This design comes from an exercise in tuning for small area, a short achievable clock period and few clock cycles per item on the open sky130 flow, not from production work. Function not checked in this run: the RTL went through the layout flow alone.

File: flow/design.v
package acc_pkg;
  typedef union packed {
    logic [4*8-1:0]    word;
    logic [3:0][8-1:0] pix;   
  } pixel_word_t;
  typedef logic [1:0] slot_t;
  typedef logic [$clog2((16 / 4))-1:0] word_idx_t;
  typedef logic [2:0][5:0][8-1:0] window_t;
endpackage
`timescale 1ns/1ps
module acc_control (
  input  logic        clk,
  input  logic        reset,
  input  logic        start,
  output logic [15:0] addr,
  output logic        en,
  output logic        we,
  output logic        finish,
  output logic        sel_lo,
  output logic        sel_rep,
  output logic        dup,
  output logic        first
);
  logic       busy;
  logic       en_q, we_q, fin_q;
  logic [4:0] addr_q;
  logic [6:0] cnt;        
  logic [6:0] nxt;
  logic       first_q;
  assign addr   = {10'd0, we_q, addr_q};
  assign en     = en_q;
  assign we     = we_q;
  assign finish = fin_q;
  assign nxt    = cnt + 7'd1;
  assign sel_lo  = cnt[0];                       
  assign sel_rep = (cnt >= 7'd65);               
  assign dup     = (cnt >= 7'd1) && (cnt <= 7'd8);
  assign first = first_q;
  always_ff @(posedge clk or posedge reset) begin
    if (reset) begin
      busy   <= 1'b0;
      en_q   <= 1'b0;
      we_q   <= 1'b0;
      fin_q  <= 1'b0;
      addr_q <= '0;
      cnt    <= '0;
      first_q <= 1'b0;
    end else begin
      first_q <= (nxt[2:0] == 3'd2);
      if (!busy) begin
        if (fin_q) begin
          if (!start) fin_q <= 1'b0;
        end else if (start) begin
          busy   <= 1'b1;
          en_q   <= 1'b1;
          we_q   <= 1'b0;
          addr_q <= '0;
          cnt    <= '0;
        end
      end else begin
        cnt <= nxt;
        if (cnt == 7'd77) begin
          busy  <= 1'b0;
          en_q  <= 1'b0;
          we_q  <= 1'b0;
          fin_q <= 1'b1;
        end else if (!nxt[0]) begin
          en_q   <= (nxt <= 7'd62);
          we_q   <= 1'b0;
          addr_q <= nxt[5:1];
        end else begin
          en_q   <= (nxt >= 7'd15);
          we_q   <= 1'b1;
          addr_q <= 5'(cnt[6:1] - 6'd7);
        end
      end
    end
  end
endmodule
`timescale 1ns/1ps
module line_buffer (
  input  logic        clk,
  input  logic        sel_lo,
  input  logic        sel_rep,
  input  logic        dup,
  input  logic [31:0] dataR,
  output logic [15:0] bot,
  output logic [15:0] mid,
  output logic [15:0] top
);
  logic [15:0] stage;
  logic [15:0] h [0:16];
  logic [15:0] din;
  always_comb begin
    if (sel_rep)     din = h[7];
    else if (sel_lo) din = dataR[15:0];
    else             din = stage;
  end
  always_ff @(posedge clk) begin
    stage <= dataR[31:16];
    h[0]  <= din;
    for (int i = 1; i < 17; i++) h[i] <= h[i-1];
    if (dup) h[8] <= din;
  end
  assign bot = h[0];
  assign mid = h[8];
  assign top = h[16];
endmodule
`timescale 1ns/1ps
module sobel_unit (
  input  logic        clk,
  input  logic        first,   
  input  logic [15:0] bot,
  input  logic [15:0] mid,
  input  logic [15:0] top,
  output logic [15:0] result
);
  logic [9:0] s_vs0, s_vs1;
  logic [8:0] s_vd0, s_vd1;
  logic [9:0] n_vs0, n_vs1;
  logic [8:0] n_vd0, n_vd1;
  logic       n_first;
  logic [9:0] c_vs;
  logic [8:0] c_vd;
  logic [9:0] b_vs0, b_vs1;
  logic [8:0] b_vd0, b_vd1;
  logic [9:0] a_vs;
  logic [8:0] a_vd;
  logic [4*11-1:0] g_d, g_q;   
  for (genvar j = 0; j < 2; j++) begin : g_col
    logic [9:0] x, y, z, cs_s, cs_c, vs;
    logic [8:0] vd;
    assign x = {2'b00, top[8*j +: 8]};
    assign y = {2'b00, bot[8*j +: 8]};
    assign z = {1'b0, mid[8*j +: 8], 1'b0};
    assign cs_s = x ^ y ^ z;
    assign cs_c = {(x[8:0] & y[8:0]) | (x[8:0] & z[8:0]) | (y[8:0] & z[8:0]), 1'b0};
    bk_add #(.W(10)) u_vs (.a(cs_s), .b(cs_c), .cin(1'b0), .s(vs));
    bk_add #(.W(9)) u_vd (.a({1'b0, top[8*j +: 8]}), .b(~{1'b0, bot[8*j +: 8]}), .cin(1'b1), .s(vd));
    if (j == 0) begin : g0
      assign s_vs0 = vs;
      assign s_vd0 = vd;
    end else begin : g1
      assign s_vs1 = vs;
      assign s_vd1 = vd;
    end
  end
  always_ff @(posedge clk) begin
    n_vs0   <= s_vs0;
    n_vs1   <= s_vs1;
    n_vd0   <= s_vd0;
    n_vd1   <= s_vd1;
    n_first <= first;
    c_vs    <= first ? n_vs1 : s_vs0;
    c_vd    <= first ? n_vd1 : s_vd0;
    b_vs0   <= n_vs0;
    b_vs1   <= n_vs1;
    b_vd0   <= n_vd0;
    b_vd1   <= n_vd1;
    a_vs    <= n_first ? n_vs0 : b_vs1;
    a_vd    <= n_first ? n_vd0 : b_vd1;
  end
  logic [10:0] gx0, gx1, gy0, gy1;
  bk_add #(.W(11)) u_gx0 (.a({1'b0, b_vs1}), .b(~{1'b0, a_vs}), .cin(1'b1), .s(gx0));
  bk_add #(.W(11)) u_gx1 (.a({1'b0, c_vs}), .b(~{1'b0, b_vs0}), .cin(1'b1), .s(gx1));
  vd_sum3 u_gy0 (.l(a_vd), .m(b_vd0), .r(b_vd1), .g(gy0));
  vd_sum3 u_gy1 (.l(b_vd0), .m(b_vd1), .r(c_vd), .g(gy1));
  assign g_d = {gy1, gx1, gy0, gx0};
  always_ff @(posedge clk) g_q <= g_d;
  always_comb begin
    logic [10:0] gx, gy;
    logic        sx, sy, hx, hy;
    logic [7:0]  lx, ly;
    logic [9:0]  sum;
    for (int c = 0; c < 2; c++) begin
      gx = g_q[22*c +: 11];
      gy = g_q[22*c + 11 +: 11];
      sx = gx[10];
      sy = gy[10];
      hx = (gx[10:8] != {3{sx}});
      hy = (gy[10:8] != {3{sy}});
      lx = gx[7:0] ^ {8{sx}};
      ly = gy[7:0] ^ {8{sy}};
      sum = {2'b00, lx} + {2'b00, ly} + {9'd0, sx} + {9'd0, sy};
      result[8*c +: 8] = (hx || hy || sum[9:8] != 2'b00) ? 8'hFF : sum[7:0];
    end
  end
endmodule
module vd_sum3 (
  input  logic [8:0]  l,
  input  logic [8:0]  m,
  input  logic [8:0]  r,
  output logic [10:0] g
);
  logic [10:0] x, y, z, cs_s, cs_c;
  assign x = {{2{l[8]}}, l};
  assign y = {{2{r[8]}}, r};
  assign z = {m[8], m, 1'b0};
  assign cs_s = x ^ y ^ z;
  assign cs_c = {(x[9:0] & y[9:0]) | (x[9:0] & z[9:0]) | (y[9:0] & z[9:0]), 1'b0};
  bk_add #(.W(11)) u_add (.a(cs_s), .b(cs_c), .cin(1'b0), .s(g));
endmodule
module bk_add #(
  parameter int W = 8
) (
  input  logic [W-1:0] a,
  input  logic [W-1:0] b,
  input  logic         cin,
  output logic [W-1:0] s
);
  localparam int N = 16;   
  always_comb begin
    logic [N:0] g, p;
    g = '0;
    p = '0;
    g[0] = cin;
    for (int i = 0; i < W; i++) begin
      g[i+1] = a[i] & b[i];
      p[i+1] = a[i] ^ b[i];
    end
    begin
      logic [N:0] G, P;
      G = g;
      P = p;
      for (int d = 1; d < N; d = d * 2)
        for (int i = 2*d - 1; i <= N; i += 2*d) begin
          G[i] = G[i] | (P[i] & G[i-d]);
          P[i] = P[i] & P[i-d];
        end
      for (int d = N / 4; d >= 1; d = d / 2)
        for (int i = 3*d - 1; i <= N; i += 2*d) begin
          G[i] = G[i] | (P[i] & G[i-d]);
          P[i] = P[i] & P[i-d];
        end
      for (int i = 0; i < W; i++) s[i] = p[i+1] ^ G[i];
    end
  end
endmodule
`timescale 1ns/1ps
module acc_top (
  input  logic        clk,
  input  logic        reset,
  input  logic        start,
  output logic [15:0] addr,
  output logic        en,
  output logic        we,
  input  logic [31:0] dataR,
  output logic [31:0] dataW,
  output logic        finish
);
  logic        sel_lo;      
  logic        sel_rep;     
  logic        dup;         
  logic        first;       
  logic [15:0] bot, mid, top;   
  logic [15:0] result;
  acc_control u_control (
    .clk     (clk),
    .reset   (reset),
    .start   (start),
    .addr    (addr),
    .en      (en),
    .we      (we),
    .finish  (finish),
    .sel_lo  (sel_lo),
    .sel_rep (sel_rep),
    .dup     (dup),
    .first   (first)
  );
  line_buffer u_line_buffer (
    .clk     (clk),
    .sel_lo  (sel_lo),
    .sel_rep (sel_rep),
    .dup     (dup),
    .dataR   (dataR),
    .bot     (bot),
    .mid     (mid),
    .top     (top)
  );
  sobel_unit u_sobel (
    .clk    (clk),
    .first  (first),
    .bot    (bot),
    .mid    (mid),
    .top    (top),
    .result (result)
  );
  always_ff @(posedge clk) dataW <= {result, dataW[31:16]};
endmodule
File: flow/flow/run.sh
#!/bin/bash
# The standard layout, with plain buffers (not delay buffers) on the ports.
set -euo pipefail
bash standard.sh "BUFFER_PORTS_ARGS=-buffer_cell sky130_fd_sc_hd__buf_2" finish > standard_flow.log 2>&1
File: flow/standard.sh
#!/bin/bash
# synth_recipe.tcl (not shown) runs the flow's synth.tcl, then flattens the netlist and writes it again
# the make line also repeats each setting of config.mk as NAME=value (left out here)
make -C /OpenROAD-flow-scripts/flow DESIGN_CONFIG=/design/flow/config.mk WORK_HOME=/design/flow/orfs CLKGATE_MAP_FILE= SYNTH_SCRIPT=/design/flow/synth_recipe.tcl "${@:-finish}"
File: flow/config.mk
export PLATFORM = sky130hd
export DESIGN_NAME = acc_top
export DESIGN_NICKNAME = acc_top
export VERILOG_FILES = /design/flow/design.v
export SDC_FILE = /design/flow/constraint.sdc
export NUM_CORES = 4
export LEC_CHECK = 0
export CAP_MARGIN = 20
export CORE_MARGIN = 2
export CORE_UTILIZATION = 65
export CTS_CLUSTER_DIAMETER = 80
export CTS_CLUSTER_SIZE = 30
export PLACE_DENSITY = 0.75
export SLEW_MARGIN = 20
File: flow/constraint.sdc
create_clock -name core_clock -period 12.5 [get_ports {clk}]
set_input_delay 2.5000 -clock core_clock [delete_from_list [all_inputs] [get_ports {clk}]]
set_output_delay 2.5000 -clock core_clock [all_outputs]
set_load 0.01 [all_outputs]
==> flow_summary.yaml <==
outcome:
  status: "finished clean"
logic_synthesis:
  synth_simple_gate_area_frac: 0.0516
  ys_warn_count: 8
  syn-instance-count: 1285
  synth_most_common_cell: "dfxtp_1"
  synthesis.area_per_instance_um2: 12.7
  synth_compound_area_frac: 0.0629
  synth_top_family_by_area: "adder cells"
  synth_edf_count: 0
  ys_top_cells_by_area: "dfxtp_1 (58%), fa_1 (8.8%), ha_1 (6.9%), mux2_2 (3.1%), inv_1 (3.0%)"
  ys_types: 70
  ys_seq_area_frac: 0.602
  synth_common_cells: "dfxtp_1 (471), inv_1 (133), ha_1 (90)"
  ys.flop_type: "dfxtp_1"
  synth_top_area_cell: "dfxtp_1"
  synthMuxAreaShare: 0.0425
  yosys_register_bits: 488
  synthXorXnorAreaFrac: 0.0433
  async_flop_share: 0.0348
  synth_fa_ha_area_frac: 0.157
  synthesis.area_um2: 16400
  synth_top_area_share: 0.576
global_route:
  grt_pass1_vias: 8504
  grt_use_total: 0.188
  grt_overflow: 0
  antenna_found_initial: 0
  grt_pass1_wl_um: 40100
  grt_max_degree: 31
timing:
  whs_ns: 0.317
  report.final.hold_viol_count: 0
  worst_slew_pin_slew_ns: 1.07
  setup_slack_ns: 8.92
  slew_violations: 0
  tns_ns: 0
  fin_crit_ns: 3.58
  max_freq_ghz: 0.279
  rsz0062_at_grt: "no"
  setup_viol: 0
  slew_headroom: 0.287
  finClkSkew_ns: 0.0178
  period_share: 0.286
critical_path:
  cp.arrival_ns: 1.08
  slowest_delay_ns: 0.40
  cp_cell_sequence: "buf_2"
  slowest_stage: "dfrtp_1"
  cp-end-kind: "output port"
  cp_max_fo: 3
  worstPathRequired_ns: 10.00
  critical_path_class: "flip-flop to output port"
  cpLargestDelayFamily: "flip-flops"
  path_buf_inv: 1
  start_kind: "flip-flop"
clock_network:
  ctsHoldBuffers: 0
  post_cts_buffers: 0
  clk_pin_slew_worst_paths_ns: 0.11
  postCtsResizedCells: 0
  clkLatencyLatePin_ns: 0.54
  cts_sinks: 488
  cts_tree: "done"
  cts_made_buffers: 21
  htree_num_levels: 1
  clockRootBuffer: "clkbuf_16"
  clockBufferDepth: 3
routing:
  wl_per_cell_um: 14.1
  dr_total_vias: 8509
  drtAntennaViolNets: 0
  drtPass1Iterations: 4
  wirelength_um: 23900
  drc: 0
  drtIter0Drc: 345
  viasPerCell: 5.02
placement:
  dpl_worst_slack_ns: 8.87
  place_area_um2: 17000
  place_congestion: 0.807
  place.detailed.hpwl_um: 17700
  portBuffers: 75
die:
  die_h_um: 163
  ios: 86
  die_w_um: 163
  coreArea_um2: 25000
  die_area_um2: 26500
  start_util: 0.656
  fp-row-count: 58
finish:
  area_growth_pct: 7.81
  diodes: 0
  finalNetCount: 1556
  final_area_um2: 17700
  drive_gt1_frac: 0.120
job:
  maxCapViolations: 0
min_path:
  hp-class: "flip-flop to flip-flop"
-- sequential cells by signal (all words and copies together), names as in the netlist, 5 cells and up --
name,count
u_sobel.g_q,42
u_sobel.n_vs1,10
u_line_buffer.h,272
u_sobel.c_vd,8
u_sobel.c_vs,10
u_sobel.a_vd,8
u_control.cnt,7
u_sobel.b_vs1,10
dataW,32
u_sobel.b_vd0,8
u_sobel.b_vs0,10
u_sobel.n_vs0,10
u_line_buffer.stage,16
u_sobel.n_vd0,8
u_sobel.b_vd1,8
u_sobel.a_vs,10
u_sobel.n_vd1,8
u_control.addr_q,5
-- area by class of cell --
class                   count  area (um^2)
inverters                 133          499
flip-flops and latches    488         9850
well taps                 330          413
multi-input cells         638         5890
fillers                  1824         7300
clock inverters             6         73.8
clock buffers              22          539
repair buffers             77          390
-- layout by cell type, fill, tap and decap left out, drive strengths merged, types with 3 or more instances in the layout --
| cell type | instances |
|---|---|
| a211o | 4 |
| a211oi | 3 |
| a21o | 14 |
| a21oi | 38 |
| a31oi | 5 |
| and3 | 8 |
| buf | 77 |
| clkbuf | 22 |
| clkinv | 3 |
| conb | 10 |
| dfrtp | 17 |
| dfxtp | 471 |
| fa | 72 |
| ha | 90 |
| inv | 136 |
| mux2 | 45 |
| mux2i | 19 |
| nand2 | 35 |
| nand2b | 6 |
| nand3 | 16 |
| nand4 | 4 |
| nor2 | 41 |
| nor2b | 12 |
| nor3 | 17 |
| nor4 | 3 |
| o2111ai | 3 |
| o211ai | 4 |
| o21a | 13 |
| o21ai | 39 |
| o21bai | 7 |
| o22ai | 7 |
| or3 | 6 |
| xnor2 | 36 |
| xor2 | 45 |
-- per-layer routing --
layer | share of wire | track usage | vias to the layer above | routed length, um
met1 | 0.47 | 0.248 | 4035 | 11100
met3 | 0.029 | 0.0237 | 34 | 686
met5 | 0 | 0 | - | 0
met2 | 0.49 | 0.332 | 126 | 11600
li1 | - | - | 4314 | -
met4 | 0.020 | 0.0430 | 0 | 480
-- per-stage QoR --
stage          utilization  std cells
2_1_floorplan            -       1294
3_3_place_gp         0.683       1666
3_5_place_dp         0.683       1666
4_1_cts              0.707       1694
5_1_grt              0.707       1694
6_report             0.707       1694
-- path summary, 6_finish.rpt --
kind                                                     from                              to  slack (ns)  cells after the start
worst max-delay path               u_control.we_q$_DFFE_PP0P_                              we        8.92                      1
worst min-delay path            u_line_buffer.h[9][8]$_DFF_P_  u_line_buffer.h[10][8]$_DFF_P_        0.32                      0
worst max register to register        u_sobel.g_q[43]$_DFF_P_            dataW[28]$_SDFF_PP1_        9.09                      9
worst min register to register  u_line_buffer.h[9][8]$_DFF_P_  u_line_buffer.h[10][8]$_DFF_P_        0.32                      0
max in group asynchronous                               reset    u_control.cnt[1]$_DFFE_PP0P_       10.03                      2
min in group asynchronous                               reset      u_control.we_q$_DFFE_PP0P_        2.03                      2
-- cells by family (layout without fill, tap and decap cells) --
| family | count (synthesis) | count (layout) |
|---|---|---|
| mux | 64 | 64 |
| buf+inv | 168 | 238 |
| fa+ha+maj | 162 | 162 |
| compound gates | 157 | 157 |
| simple gates | 164 | 164 |
| flops | 488 | 488 |
| other cells | 1 | 10 |
| xor+xnor | 81 | 81 |

## separate check: timing with driven ports
In the flow no input, the clock included, has a driving cell. The finished layout below was timed again as built, in two steps.
Step 1 assumes that a clkbuf_16 drives the clock port and a buf_2 every other input.
Step 2 also shifts input and output timing later by t, the mid clock arrival at the registers, as if the neighbouring blocks saw the same clock.
Three values: ideal ports, drivers, drivers and shift; two values: the first two.
t (ns): 0.576
slack for setup (ns): 8.920 / 8.873 / 8.848
worst setup path at the end: input to register
clock arrival spread, ns: 0.018 / 0.018
pins driven straight from the clock port: 1
After both steps this run still meets setup and hold. The setup slack of this run moves by -0.047 ns with the drivers and by -0.072 ns with both steps.
